This is an optimization exercise on Yosys and OpenROAD, whose aim is small area, a short achievable clock period and few clock cycles per item, not a production implementation. In this exercise RTL edits were held to simulation tests only and were not proved equivalent to the original. No activity file was given, so power comes from the tool's default toggle rates.

==> flow/design.v (outline; a module is shown in full before it is edited, if it fits) <==
// module cla: 1489 lines
// module add_seq_ctrl: 65 lines
module add_seq_ctrl
#(
    parameter int unsigned N     = add_seq_pkg::ADDSEQ_N,
    parameter int unsigned WORDS = add_seq_pkg::ADDSEQ_WORDS
) (
    input  logic             clk,
    input  logic             rst,
    input  logic             in_valid,
    output logic             in_ready,
    input  logic [N*WORDS-1:0] a,
    input  logic [N*WORDS-1:0] b,
    input  logic             cin,
    input  logic             sub,
    output logic             out_valid,
    input  logic             out_ready,
    output logic [N*WORDS-1:0] sum,
    output logic             cout
);
  // ...
==> flow/flow/run.sh <==
#!/bin/bash
# The standard layout (standard.sh) with changes to how it is made; the
# constraints (constraint.sdc) are the standard flow's, unchanged. ORFS keeps each tool's
# log in orfs/logs; this script's own output goes to standard.log.
MARGIN=20
bash standard.sh finish \
  "BUFFER_PORTS_ARGS=-buffer_cell sky130_fd_sc_hd__buf_1" \
  SETUP_SLACK_MARGIN=$MARGIN \
  PRE_RESIZE_TCL=$PWD/flow/pre_resize.tcl  "ABC_AREA=1" "DONT_USE_CELLS= sky130_fd_sc_hd__probe_p_8 sky130_fd_sc_hd__probec_p_8 sky130_fd_sc_hd__lpflow_bleeder_1 sky130_fd_sc_hd__lpflow_clkbufkapwr_1 sky130_fd_sc_hd__lpflow_clkbufkapwr_16 sky130_fd_sc_hd__lpflow_clkbufkapwr_2 sky130_fd_sc_hd__lpflow_clkbufkapwr_4 sky130_fd_sc_hd__lpflow_clkbufkapwr_8 sky130_fd_sc_hd__lpflow_clkinvkapwr_1 sky130_fd_sc_hd__lpflow_clkinvkapwr_16 sky130_fd_sc_hd__lpflow_clkinvkapwr_2 sky130_fd_sc_hd__lpflow_clkinvkapwr_4 sky130_fd_sc_hd__lpflow_clkinvkapwr_8 sky130_fd_sc_hd__lpflow_decapkapwr_12 sky130_fd_sc_hd__lpflow_decapkapwr_3 sky130_fd_sc_hd__lpflow_decapkapwr_4 sky130_fd_sc_hd__lpflow_decapkapwr_6 sky130_fd_sc_hd__lpflow_decapkapwr_8 sky130_fd_sc_hd__lpflow_inputiso0n_1 sky130_fd_sc_hd__lpflow_inputiso0p_1 sky130_fd_sc_hd__lpflow_inputiso1n_1 sky130_fd_sc_hd__lpflow_inputiso1p_1 sky130_fd_sc_hd__lpflow_inputisolatch_1 sky130_fd_sc_hd__lpflow_isobufsrc_1 sky130_fd_sc_hd__lpflow_isobufsrc_16 sky130_fd_sc_hd__lpflow_isobufsrc_2 sky130_fd_sc_hd__lpflow_isobufsrc_4 sky130_fd_sc_hd__lpflow_isobufsrc_8 sky130_fd_sc_hd__lpflow_isobufsrckapwr_16 sky130_fd_sc_hd__lpflow_lsbuf_lh_hl_isowell_tap_1 sky130_fd_sc_hd__lpflow_lsbuf_lh_hl_isowell_tap_2 sky130_fd_sc_hd__lpflow_lsbuf_lh_hl_isowell_tap_4 sky130_fd_sc_hd__lpflow_lsbuf_lh_isowell_4 sky130_fd_sc_hd__lpflow_lsbuf_lh_isowell_tap_1 sky130_fd_sc_hd__lpflow_lsbuf_lh_isowell_tap_2 sky130_fd_sc_hd__lpflow_lsbuf_lh_isowell_tap_4  sky130_fd_sc_hd__fa_1 sky130_fd_sc_hd__fa_2 sky130_fd_sc_hd__fa_4" "CORE_UTILIZATION=60" "CTS_CLUSTER_SIZE=24" "CTS_CLUSTER_DIAMETER=90" > standard.log 2>&1
==> flow/flow/fanout_tree.tcl <==
# Rebuilds the buffering of a wide input net as a two-level tree placed near
# its loads. Sourced after global placement, before repair_design.
#   build_port_tree PORT LEAF_CELL GROUP
# collects every load reached from PORT's input buffer through plain buffers,
# removes those buffers, splits the loads by location into groups of at most
# GROUP pins, and drives each group from a LEAF_CELL buffer at its centroid.
proc fot_is_buf { inst } {
  set m [[$inst getMaster] getName]
  return [regexp {__(buf|clkbuf)_[0-9]+$} $m]
}
proc fot_collect { net leavesVar bufsVar } {
  upvar $leavesVar leaves
  upvar $bufsVar bufs
  foreach it [$net getITerms] {
    if { [$it getIoType] ne "INPUT" } { continue }
    set inst [$it getInst]
    if { [fot_is_buf $inst] } {
      lappend bufs $inst
      fot_collect [[$inst findITerm X] getNet] leaves bufs
    } else {
      lappend leaves $it
    }
  }
}
proc fot_xy { it } {
  set inst [$it getInst]
  set bb [$inst getBBox]
  return [list [expr {([$bb xMin] + [$bb xMax]) / 2}] [expr {([$bb yMin] + [$bb yMax]) / 2}]]
}
proc build_port_tree { port leaf_cell group } {
  set block [ord::get_db_block]
  set db [ord::get_db]
  set pnet [[$block findBTerm $port] getNet]
  set ibuf ""
  foreach it [$pnet getITerms] { set ibuf [$it getInst] }
  set onet [[$ibuf findITerm X] getNet]
  set leaves {}
  set bufs {}
  fot_collect $onet leaves bufs
  # move every leaf onto the input buffer's net and drop the old buffers
  foreach it $leaves {
    if { [$it getNet] ne $onet } { $it disconnect; $it connect $onet }
  }
  foreach b $bufs {
    set n [[$b findITerm X] getNet]
    odb::dbInst_destroy $b
    if { $n ne "NULL" && [llength [$n getITerms]] == 0 } { odb::dbNet_destroy $n }
  }
  set n [llength $leaves]
  set ngroups [expr {int(ceil(double($n) / $group))}]
  set ncols [expr {max(1, int(round(sqrt($ngroups))))}]
  # sort by x into columns, then by y inside each column, then chunk
  set pts {}
  foreach it $leaves { lappend pts [concat [list $it] [fot_xy $it]] }
  set pts [lsort -integer -index 1 $pts]
  set percol [expr {int(ceil(double($n) / $ncols))}]
  set master [$db findMaster $leaf_cell]
  set k 0
  for { set c 0 } { $c < $n } { incr c $percol } {
    set col [lsort -integer -index 2 [lrange $pts $c [expr {$c + $percol - 1}]]]
    set m [llength $col]
    set per [expr {int(ceil(double($m) / int(ceil(double($m) / $group))))}]
    for { set g 0 } { $g < $m } { incr g $per } {
      set grp [lrange $col $g [expr {$g + $per - 1}]]
      set sx 0; set sy 0
      foreach p $grp { incr sx [lindex $p 1]; incr sy [lindex $p 2] }
      set cx [expr {$sx / [llength $grp]}]
      set cy [expr {$sy / [llength $grp]}]
      set name "fot_${port}_$k"
      set inst [odb::dbInst_create $block $master $name]
      set net [odb::dbNet_create $block "${name}_net"]
      $inst setLocation $cx $cy
      $inst setPlacementStatus PLACED
      [$inst findITerm A] connect $onet
      [$inst findITerm X] connect $net
      foreach p $grp {
        set it [lindex $p 0]
        $it disconnect
        $it connect $net
      }
      incr k
    }
  }
  # power pins of the new buffers
  foreach i [$block getInsts] {
    if { [string match "fot_${port}_*" [$i getName]] } {
      foreach it [$i getITerms] {
        set t [[$it getMTerm] getSigType]
        if { $t eq "POWER" } { $it connect [$block findNet VDD] }
        if { $t eq "GROUND" } { $it connect [$block findNet VSS] }
      }
    }
  }
  puts "build_port_tree $port: $n loads, removed [llength $bufs] buffers, added $k $leaf_cell"
}
==> flow/flow/pre_resize.tcl <==
# Sourced by ORFS after global placement, before repair_design (PRE_RESIZE_TCL).
source [file join [file dirname [info script]] fanout_tree.tcl]
build_port_tree sub sky130_fd_sc_hd__buf_4 16
==> flow/standard.sh <==
#!/bin/bash
# synth_recipe.tcl (not shown) runs the flow's synth.tcl, then flattens the netlist and writes it again
# the make line also repeats each setting of config.mk as NAME=value (left out here)
make -C /OpenROAD-flow-scripts/flow DESIGN_CONFIG=/design/flow/config.mk WORK_HOME=/design/flow/orfs CLKGATE_MAP_FILE= SYNTH_SCRIPT=/design/flow/synth_recipe.tcl "${@:-finish}"
==> flow/config.mk <==
export PLATFORM = sky130hd
export DESIGN_NAME = add_seq_ctrl
export DESIGN_NICKNAME = add_seq_ctrl
export VERILOG_FILES = /design/flow/design.v
export SDC_FILE = /design/flow/constraint.sdc
export NUM_CORES = 4
export LEC_CHECK = 0
export CAP_MARGIN = 20
export CORE_MARGIN = 2
export CORE_UTILIZATION = 40
export SLEW_MARGIN = 20
==> flow/constraint.sdc <==
create_clock -name core_clock -period 28.0 [get_ports {clk}]
set_input_delay 5.6000 -clock core_clock [delete_from_list [all_inputs] [get_ports {clk}]]
set_output_delay 5.6000 -clock core_clock [all_outputs]
set_load 0.01 [all_outputs]
==> summary.txt, run 1 <==
Yosys
  • Avg Synthesized Cell Area: 8.54 um2
  • Most common cell in the netlist: nand2_1
  • Adder-Cell Fraction of Synth Area: 0.136
  • Largest cells by area after synthesis: edfxtp_1 (26%), dfxtp_1 (17%), ha_1 (14%), nand2_1 (13%), xor2_1 (9.6%)
  • Compound-Gate Fraction of Synth Area: 0.0630

Outcome
  • Status: finished clean

CTS
  • Clk pin slew, worst setup/hold paths: around 100 ps
  • CTS Buf Count: 30
  • Root Buffer: clkbuf_16
  • H-tree levels: 1

Timing
  • Endpoints failing setup: 0
  • Final Hold Vio Count: 0
  • Fmax: ~120 MHz
  • Setup WS post-layout: 19580 ps
  • Clock skew: 16.3 ps
  • WHS: 453 ps
  • Fin crit share: 0.301

Detailed routing
  • DRC: 0
  • Top Layer Used: met5
  • Post-Route WL: 106 mm
  • Initial drt markers: 2091

Placed design
  • Dpl cell area: 34600 um2

Final layout
  • Sequential cell area share: 0.313
  • Number of diodes: 31
  • Area of the multi-input gates: 19400 um2
  • Multi-input combinational area share: 0.470
  • Commonest non-fill, non-tap cells in the layout: buf_1 (775), nand2_1 (644), xor2_1 (311)
  • Clock-cell share of area: 0.0246
  • Synth-to-Final Area Change: 40.2%

Min path
  • Worst Hold Depth: 2

Setup path
  • Critical path buffer and inverter count: 6
  • Worst setup path end: res_q[197]
  • CP Max Fanout: 13
  • Cell family with most CP delay: simple AND/OR/NAND/NOR gates
  • Setup CP Type: input port to flop

Power and ir drop
  • Internal power component: around 1.7 mW
  • Sequential Power Share: 0.416
  • Logic gate share of total power: 0.399

Global route
  • M2 GR Usage: 0.633

Floorplan
  • Die area: 51000 um2
  • Width of the die: 226 um
Testbench counts, summed over its fixed seeds: cycles 1,288, items 1,280.
==> run 2, diff against run 1 <==
--- a/flow/flow/run.sh
+++ b/flow/flow/run.sh
@@ -2,7 +2,7 @@
 # The standard layout (standard.sh) with changes to how it is made; the
 # constraints (constraint.sdc) are the standard flow's, unchanged. ORFS keeps each tool's
 # log in orfs/logs; this script's own output goes to standard.log.
-MARGIN=20
+MARGIN=19.7
 bash standard.sh finish \
   "BUFFER_PORTS_ARGS=-buffer_cell sky130_fd_sc_hd__buf_1" \
   SETUP_SLACK_MARGIN=$MARGIN \
==> run 2 against run 1 <==
  * Still clean
  * Hold slack about the same
  * Clock skew grew 4.8 ps
  * Power is 10% lower
  * Via count is 6.2% lower
  * Register-to-register slack worse by 280 ps
  * Non-clock buffer count is 129 lower
  * Final cell count shrank 2.8%
  * First-iteration DRC count decreased by 14%
  * Final area shrank 9.8%
  * Die area unchanged
  * Clock-buffer cell count is 2 lower
  * Critical endpoint is now res_q[77]
  * Largest power group unchanged
==> summary.txt, run 2 <==
Yosys
  • Seq/Total Area, Yosys: 0.439 (unchanged)
  • Most common cell in the netlist: nand2_1 (unchanged)
  • Top cells by count, synth: nand2_1 (1032), xor2_1 (323), ha_1 (320), inv_1 (320) (unchanged)
  • Avg Synthesized Cell Area: 8.54 um2 (unchanged)
  • Cell Area, Synth: 29500 um2 (unchanged)
  • Largest cells by area after synthesis: edfxtp_1 (26%), dfxtp_1 (17%), ha_1 (14%), nand2_1 (13%), xor2_1 (9.6%) (unchanged)
  • Unique masters post-synth: 42 (unchanged)
  • FF+latch count, synth: 517 (unchanged)
  • Cell taking the most area after synthesis: edfxtp_1 (unchanged)
  • Post-synth top flop: edfxtp_1 (unchanged)
  • Ys async rst share: 0.00580 (unchanged)
  • Top-area cell type share of the netlist area: 0.262 (unchanged)
  • EDFF count, synth: 257 (unchanged)
  • Post-Syn Instances: 3455 (unchanged)
  • Syn Nets: 4293 (unchanged)
  • Yosys warning count: 1 (unchanged)

Floorplan
  • Row count: 81 (unchanged)
  • Width of the die: 226 um (unchanged)
  • Core area: 48700 um2 (unchanged)
  • Die area: 51000 um2 (unchanged)
  • Die Y-Extent: 226 um (unchanged)
  • Initial Util: 0.605 (unchanged)
  • Ports: 777 (unchanged)

Setup path
  • Worst path max stage delay: 350 ps (was 340 ps)
  • R2R Setup Slk: 24730 ps (was 25010 ps)
  • Worst endpoint required time: 28310 ps (was 28330 ps)
  • Worst setup path startpoint: sub (unchanged)
  • Most frequent CP cell: nand2_1 (was nand2_4)
  • FF-to-FF path depth: 6 (was 4)
  • Startpoint class of the critical path: input port (unchanged)
  • Setup CP Type: input port to flop (unchanged)
  • CP endpoint kind: flop (unchanged)
  • RR Endpoint: res_q[135] (was res_q[3])
  • Cell family with most CP delay: simple AND/OR/NAND/NOR gates (unchanged)
  • Critical path data arrival time: 8780 ps (was 8750 ps)
  • Critical path's slowest cell: ha_1 (unchanged)
  • Critical R2R Launch: out_valid_q (was skid_valid_q)
  • Critical path buffer and inverter count: 3 (was 6)
  • CP Max Fanout: 6 (was 13)

CTS
  • Root Buffer: clkbuf_16 (unchanged)
  • CTS Buf Count: 27 (was 30)
  • Max Root-Sink Buffers: 3 (unchanged)
  • Hold_buf cts: 0 (unchanged)
  • Clock latency on the worst-skew pair: 610 ps (was 620 ps)
  • H-tree levels: 1 (unchanged)
  • CTS tree: done (unchanged)
  • Clk pin slew, worst setup/hold paths: 90 ps (was 100 ps)
  • TritonCTS Sinks: 517 (unchanged)

Final layout
  • Seq. cell area: 12900 um2 (unchanged)
  • Area of the multi-input gates: 17000 um2 (was 19400 um2)
  • FILL cells: 3774 (was 2932)
  • Final Util: 0.765 (was 0.848)
  • Share of layout cells above drive strength 1: 0.136 (was 0.263)
  • Fin cells: 5030 (was 5175)
  • Synth-to-Final Area Change: 26.4% (was 40.2%)
  • Most common cell after layout, fill and taps aside: nand2_1 (was buf_1)
  • Top flop regs: res_q x257, skid_q x257 (unchanged)
  • NumNets Final: 5162 (was 5295)
  • Commonest non-fill, non-tap cells in the layout: nand2_1 (915), buf_1 (775), xor2_1 (317) (was buf_1 (775), nand2_1 (644), xor2_1 (311))

Timing
  • TNS Setup: 0 ps (unchanged)
  • Clock skew: 21.0 ps (was 16.3 ps)
  • Slew Limit Fails: 0 (unchanged)
  • RSZ-0062 raised after global routing: yes (unchanged)
  • Fmax: 118 MHz (was 119 MHz)
  • Endpoints failing setup: 0 (unchanged)
  • Fin crit share: 0.303 (was 0.301)
  • Worst slew margin: 0.259 (was 0.286)
  • Tmin final: 8480 ps (was 8420 ps)
  • Worst slew pin tran: 1110 ps (was 1070 ps)
  • Setup WS post-layout: 19520 ps (was 19580 ps)
  • Final Hold Vio Count: 0 (unchanged)

Global route
  • Initial antenna violation count: 25 (was 39)
  • Grt peak-use layer: met2 (unchanged)
  • Met3 Use GR: 0.0749 (was 0.107)
  • Vias in the first global route: 24100 (was 26400)
  • Met1 usage: 0.422 (was 0.421)
  • GRT overflow: 0 (unchanged)
  • Global-route wire length before repair: 136 mm (was 147 mm)
  • Largest net degree at the start of global routing: 195 (was 191)
  • All-layer global routing usage: 0.355 (was 0.381)
  • M2 GR Usage: 0.595 (was 0.633)

Power and ir drop
  • Cell Pwr Density: 65.8 nW/um2 (was 66.3 nW/um2)
  • Peak supply drop: 0.0000497 V (was 0.0000528 V)
  • Static leakage: 17.3 nW (was 19.1 nW)
  • Total Power: 2.45 mW (was 2.74 mW)

Detailed routing
  • Antenna-violating nets left: 0 (unchanged)
  • Initial drt markers: 1804 (was 2091)
  • Vias/cell: 5.28 (was 5.47)
  • Routed vias: 26600 (was 28300)
  • Wire per inst: 19.5 um (was 20.5 um)
  • DRC: 0 (unchanged)
  • Post-Route WL: 97.9 mm (was 106 mm)
  • DRT Pass-1 Iters: 6 (unchanged)

Outcome
  • Status: finished clean (unchanged)

Min path
  • Worst Hold Depth: 2 (unchanged)
  • Worst hold start: skid_q[72] (was skid_q[155])
  • Hold Path Sink: skid_q[72] (was skid_q[155])
  • Hold crit path type: flop to flop (unchanged)

Run
  • Max-cap violation count: 0 (unchanged)

Placed design
  • Post-DP HPWL: 73.0 mm (was 73.3 mm)
  • Placer Congestion: 0.941 (was 0.977)
  • Pre-CTS setup slack: 18260 ps (was 18180 ps)
  • IO Port Bufs: 776 (unchanged)
  • Placed Cells: 4836 (was 4834)
-- run 2: cell types whose count changed in the layout (fill, tap and decap cells not counted), moves of 50 or more --
cell and change:
nand3_1 +50, nor2_4 -50, buf_6 -81, nand2_4 -110, nand2_2 -160, nand2_1 +271
-- run 2: what timing repair did --
action / CTS / global route
gates cloned: 6 / 4
pin swaps: 33 / 121
gates resized for setup: 75 / 235
buffers inserted: 37 / 76
endpoints found under the setup margin: 398 / 262
-- run 2: final cells by class --
class	count	area share
Antenna cell	23	0.00154
Buffer	19	0.00886
Clock buffer	40	0.0203
Clock inverter	8	0.00185
Inverter	322	0.0327
Multi-Input combinational cell	2532	0.456
Sequential cell	517	0.347
Tap cell	664	0.0223
Timing Repair Buffer	905	0.110
-- run 2: kinds of logic (layout without fill, tap and decap cells) --
| group | after synthesis | count (layout) | synth area share |
|---|---|---|---|
| xor+xnor | 326 | 326 | 0.0968 |
| fa+ha+maj | 320 | 320 | 0.136 |
| other cells | 0 | 23 | 0 |
| buf+inv | 408 | 1294 | 0.0524 |
| flops | 517 | 517 | 0.439 |
| simple gates | 1545 | 1547 | 0.213 |
| compound gates | 339 | 339 | 0.0630 |
-- run 2: worst max-delay path by stage --
stage / endpoint / depth (start not counted)
floorplan: res_q[0] / 2
global placement: res_q[245] / 28
detailed placement: res_q[245] / 22
CTS: res_q[213] / 20
global route: res_q[77] / 29
finish: res_q[77] / 29
-- run 2: power by group --
group	switching [mW]	total, mW	internal, mW
registers	0.0733	1.13	1.06
logic	0.558	0.873	0.315
clock network	0.257	0.449	0.192
-- run 2: layer usage --
layer / part of all wire / vias up
met5: 0.00067 / -
met4: 0.064 / 10
met3: 0.087 / 253
met2: 0.48 / 1064
met1: 0.37 / 12200
li1: - / 13000
-- run 2: per-stage QoR --
stage	hold WS [ps]	cell area [um2]
3_3_place_gp	424	34000
4_1_cts	455	35600
5_1_grt	463	37300
6_report	453	37300
2_1_floorplan	412	30700
3_5_place_dp	433	34100
-- run 2: worst reg2reg max path: stages, from the launching register on --
cell and delay, ps:
dfrtp_1 400, inv_1 90, nor2_4 50, clkinvlp_4 50
buf_4 600, buf_4 910, buf_6 710
==> run 3, diff against run 2 <==
--- a/flow/flow/run.sh
+++ b/flow/flow/run.sh
@@ -2,7 +2,7 @@
 # The standard layout (standard.sh) with changes to how it is made; the
 # constraints (constraint.sdc) are the standard flow's, unchanged. ORFS keeps each tool's
 # log in orfs/logs; this script's own output goes to standard.log.
-MARGIN=19.7
+MARGIN=19.5
 bash standard.sh finish \
   "BUFFER_PORTS_ARGS=-buffer_cell sky130_fd_sc_hd__buf_1" \
   SETUP_SLACK_MARGIN=$MARGIN \
==> flow/flow/pre_resize.tcl (replaced) <==
# Sourced by ORFS after global placement, before repair_design (PRE_RESIZE_TCL).
source [file join [file dirname [info script]] fanout_tree.tcl]
build_port_tree sub sky130_fd_sc_hd__buf_2 8
==> run 3 against run 2 <==
  * Power down 2.9%
  * First-iteration DRC count is 7.4% lower
  * Global-route usage shrank 0.23 points
  * Clock skew up 1.0 ps
  * Clock power grew 2%
  * Critical path depth shrank 9
  * Via count decreased by 2.7%
  * Largest cell class unchanged
==> summary.txt, run 3 <==
Outcome
  • Status: finished clean (unchanged)

Power and ir drop
  • Static leakage: 16.5 nW (was 17.3 nW)
  • Sequential Power Share: 0.477 (was 0.461)
  • Switching share of power: 0.355 (was 0.362)
  • Clk pwr share: 0.192 (was 0.183)
  • Switching power: 846 uW (was 889 uW)
  • Cell Pwr Density: 67.6 nW/um2 (was 65.8 nW/um2)
  • Logic gate share of total power: 0.331 (was 0.356)
  • Internal power component: 1.54 mW (was 1.57 mW)
  • Peak supply drop: 0.0000724 V (was 0.0000497 V)

Timing
  • Worst slew pin tran: 1080 ps (was 1110 ps)
  • RSZ-0062 raised after global routing: yes (unchanged)
  • TNS Setup: 0 ps (unchanged)
  • WHS: 448 ps (was 453 ps)
  • Endpoints failing setup: 0 (unchanged)
  • Clock skew: 22.0 ps (was 21.0 ps)
  • Final Hold Vio Count: 0 (unchanged)
  • Fmax: 119 MHz (was 118 MHz)
  • Slew Limit Fails: 0 (unchanged)
  • Setup WS post-layout: 19620 ps (was 19520 ps)
  • Worst slew margin: 0.282 (was 0.259)
  • Tmin final: 8380 ps (was 8480 ps)
  • Fin crit share: 0.299 (was 0.303)

Setup path
  • Startpoint class of the critical path: input port (unchanged)
  • Worst endpoint required time: 28320 ps (was 28310 ps)
  • Critical path data arrival time: 8700 ps (was 8780 ps)
  • Most frequent CP cell: nand2_1 (unchanged)
  • CP endpoint kind: flop (unchanged)
  • Worst path max stage delay: 300 ps (was 350 ps)
  • Setup CP Type: input port to flop (unchanged)
  • Critical path's slowest cell: ha_1 (unchanged)
  • CP Max Fanout: 9 (was 6)
  • Critical path buffer and inverter count: 2 (was 3)
  • Cell family with most CP delay: compound AO/OA/AOI/OAI gates (was simple AND/OR/NAND/NOR gates)
  • CP Cell Sequence: buf_6 -> buf_6 -> xor2_1 -> ha_1 -> a21oi_2 -> o21ai_0 -> a21oi_1 -> o21ai_0 -> nand2_1 -> nand2_1 -> a21oi_2 -> nand2_4 -> a21oi_2 -> nand2_1 -> nand2_1 -> nand2_1 -> ha_1 -> nor2_2 -> xor2_1 -> o21ai_1
  • Worst setup path startpoint: sub (unchanged)
  • Critical R2R Launch: skid_valid_q (was out_valid_q)

Placed design
  • Post-DP HPWL: 72.5 mm (was 73.0 mm)
  • IO Port Bufs: 776 (unchanged)
  • Placed Cells: 4852 (was 4836)
  • Pre-CTS setup slack: 18100 ps (was 18260 ps)
  • Placer Congestion: 0.948 (was 0.941)

Yosys
  • Adder-Cell Fraction of Synth Area: 0.136 (unchanged)
  • Synth Area in Simple Gates: 0.213 (unchanged)
  • XOR/XNOR Fraction of Synth Area: 0.0968 (unchanged)
  • Syn Nets: 4293 (unchanged)
  • EDFF count, synth: 257 (unchanged)
  • Top cells by count, synth: nand2_1 (1032), xor2_1 (323), ha_1 (320), inv_1 (320) (unchanged)
  • Cell Area, Synth: 29500 um2 (unchanged)
  • Mux share of post-synthesis cell area: 0 (unchanged)
  • Largest cells by area after synthesis: edfxtp_1 (26%), dfxtp_1 (17%), ha_1 (14%), nand2_1 (13%), xor2_1 (9.6%) (unchanged)
  • Avg Synthesized Cell Area: 8.54 um2 (unchanged)
  • Compound-Gate Fraction of Synth Area: 0.0630 (unchanged)
  • Largest family of logic cells by synthesized area: simple AND/OR/NAND/NOR gates (unchanged)
  • Most common cell in the netlist: nand2_1 (unchanged)
  • Post-synth top flop: edfxtp_1 (unchanged)
  • Cell taking the most area after synthesis: edfxtp_1 (unchanged)
  • Unique masters post-synth: 42 (unchanged)
  • FF+latch count, synth: 517 (unchanged)
  • Yosys warning count: 1 (unchanged)
  • Seq/Total Area, Yosys: 0.439 (unchanged)
  • Post-Syn Instances: 3455 (unchanged)
  • Ys async rst share: 0.00580 (unchanged)
  • Top-area cell type share of the netlist area: 0.262 (unchanged)

Detailed routing
  • Wire per inst: 19.1 um (was 19.5 um)
  • DRT Pass-1 Iters: 7 (was 6)
  • Initial drt markers: 1671 (was 1804)
  • Vias/cell: 5.22 (was 5.28)
  • Post-Route WL: 94.5 mm (was 97.9 mm)
  • Routed vias: 25800 (was 26600)
  • DRC: 0 (unchanged)
  • Antenna-violating nets left: 0 (unchanged)

Min path
  • Worst hold start: skid_q[255] (was skid_q[72])
  • Hold crit path type: flop to flop (unchanged)

Final layout
  • Synth-to-Final Area Change: 19.5% (was 26.4%)
  • Fin cells: 4949 (was 5030)
  • Share of layout cells above drive strength 1: 0.0702 (was 0.136)
  • Top flop regs: res_q x257, skid_q x257 (unchanged)
  • NumNets Final: 5079 (was 5162)
  • Most common cell after layout, fill and taps aside: nand2_1 (unchanged)
  • Commonest non-fill, non-tap cells in the layout: nand2_1 (1000), buf_1 (775), xor2_1 (321) (was nand2_1 (915), buf_1 (775), xor2_1 (317))

Floorplan
  • Width of the die: 226 um (unchanged)
  • Die area: 51000 um2 (unchanged)
  • Row count: 81 (unchanged)
  • Core area: 48700 um2 (unchanged)
  • Initial Util: 0.605 (unchanged)
  • Die Y-Extent: 226 um (unchanged)
  • Ports: 777 (unchanged)

CTS
  • H-tree levels: 1 (unchanged)
  • CTS Buf Count: 27 (unchanged)
  • Clock latency on the worst-skew pair: 600 ps (was 610 ps)
  • Clk pin slew, worst setup/hold paths: 90 ps (about the same)
  • CTS tree: done (unchanged)
  • TritonCTS Sinks: 517 (unchanged)
  • Max Root-Sink Buffers: 3 (unchanged)
  • Root Buffer: clkbuf_16 (unchanged)
  • Hold_buf cts: 0 (unchanged)

Global route
  • All-layer global routing usage: 0.352 (was 0.355)
  • Global-route wire length before repair: 135 mm (was 136 mm)
  • Initial antenna violation count: 32 (was 25)
  • Vias in the first global route: 23900 (was 24100)
  • GRT overflow: 0 (unchanged)
  • Largest net degree at the start of global routing: 180 (was 195)

Run
  • Max-cap violation count: 0 (unchanged)
-- run 3: cell counts after synthesis --
No cell type changed its count.
-- run 3: logic make-up (layout without fill, tap and decap cells) --
| group | after synthesis | count (layout) |
|---|---|---|
| adder cells (fa/ha/maj) | 320 | 320 |
| buffers and inverters | 408 | 1210 |
| other | 0 | 26 |
| AO/OA/AOI/OAI | 339 | 339 |
| XOR/XNOR | 326 | 326 |
| AND/OR/NAND/NOR | 1545 | 1547 |
| flip-flops | 517 | 517 |
-- run 3: final timing paths --
| path | to | depth (start not counted) | slack [ps] |
|---|---|---|---|
| worst min-delay path | skid_q[255] | 2 | 450 |
| max in group asynchronous | in_ready_q | 2 | 22950 |
| worst min register to register | skid_q[255] | 2 | 450 |
| min in group asynchronous | out_valid_q | 2 | 4830 |
| worst max register to register | res_q[256] | 4 | 24610 |
| worst max-delay path | res_q[245] | 20 | 19620 |
-- run 3: worst register-to-register path, stage by stage (launching register included) --
cell     delay [ps]
dfrtp_4         900
buf_4           840
buf_4          1010
nor4_1          180
a41oi_1         290
-- run 3: layer usage --
metal	routed length, um	up-vias	GRT usage
met5	98	-	0
met4	6160	16	0.201
met3	7340	256	0.0822
met2	44400	904	0.587
met1	36500	11800	0.418
li1	-	12900	-
-- run 3: layout make-up --
type                            instances  area (um2)
Sequential cell                       517       12900
Timing Repair Buffer                  804        3210
Inverter                              322        1220
Tap cell                              664         831
Multi-Input combinational cell       2532       15800
Antenna cell                           26        65.1
Fill cell                            4041       13500
Buffer                                 36         359
Clock buffer                           41         771
Clock inverter                          7        87.6
-- run 3: stage by stage --
step	area, um2	total power [mW]	utilization
after floorplan	30100	1.63	-
after global placement	33400	1.89	0.685
after detailed placement	33500	1.90	0.688
after CTS	34600	2.36	0.709
after global routing	35200	2.52	0.723
final	35200	2.38	0.723
-- run 3: timing repair --
| action | CTS | global route |
|---|---|---|
| setup buffers | 3 | 14 |
| cloned | 2 | 4 |
| endpoints found under the setup margin | 404 | 207 |
| pin swaps | 2 | 39 |
| resized for setup | 30 | 130 |
| endpoints found under the hold margin | 0 | 0 |
-- run 3: power groups by stage --
stage               logic, mW  registers (mW)  clock network, mW
global placement        0.745            1.14                  0
CTS                     0.767            1.13              0.462
floorplan               0.447            1.18                  0
detailed placement      0.755            1.15                  0
global route            0.882            1.15              0.483
finish                  0.789            1.14              0.456

afterwards: timing with drivers on the ports:
The flow's constraints put no driver on any port. The routed layouts listed below were extracted and timed again, unchanged, in two steps. Step 1, drivers: a clkbuf_16 drives clk and a buf_2 each remaining input, both assumed. Step 2, shift: input delay + t, output delay - t, t = (earliest + latest rising clock arrival at the registers) / 2. This alone moves slack from input paths to output paths. a / b / c = ideal ports / drivers / drivers and shift; a / b = the first two.
| run | t, ns | setup WS [ns] | latest minus earliest clock arrival (ns) |
|---|---|---|---|
| run 1 | 0.680 | 19.578 / 19.334 / 18.654 | 0.022 / 0.022 |
| run 2 | 0.657 | 19.523 / 19.335 / 18.678 | 0.024 / 0.024 |
| run 3 | 0.648 | 19.625 / 19.350 / 18.702 | 0.024 / 0.024 |
After both steps setup and hold are still met in every run listed. For run 1, which loses most, drivers alone change the setup slack by -0.244 ns; drivers and shift together by -0.924 ns.
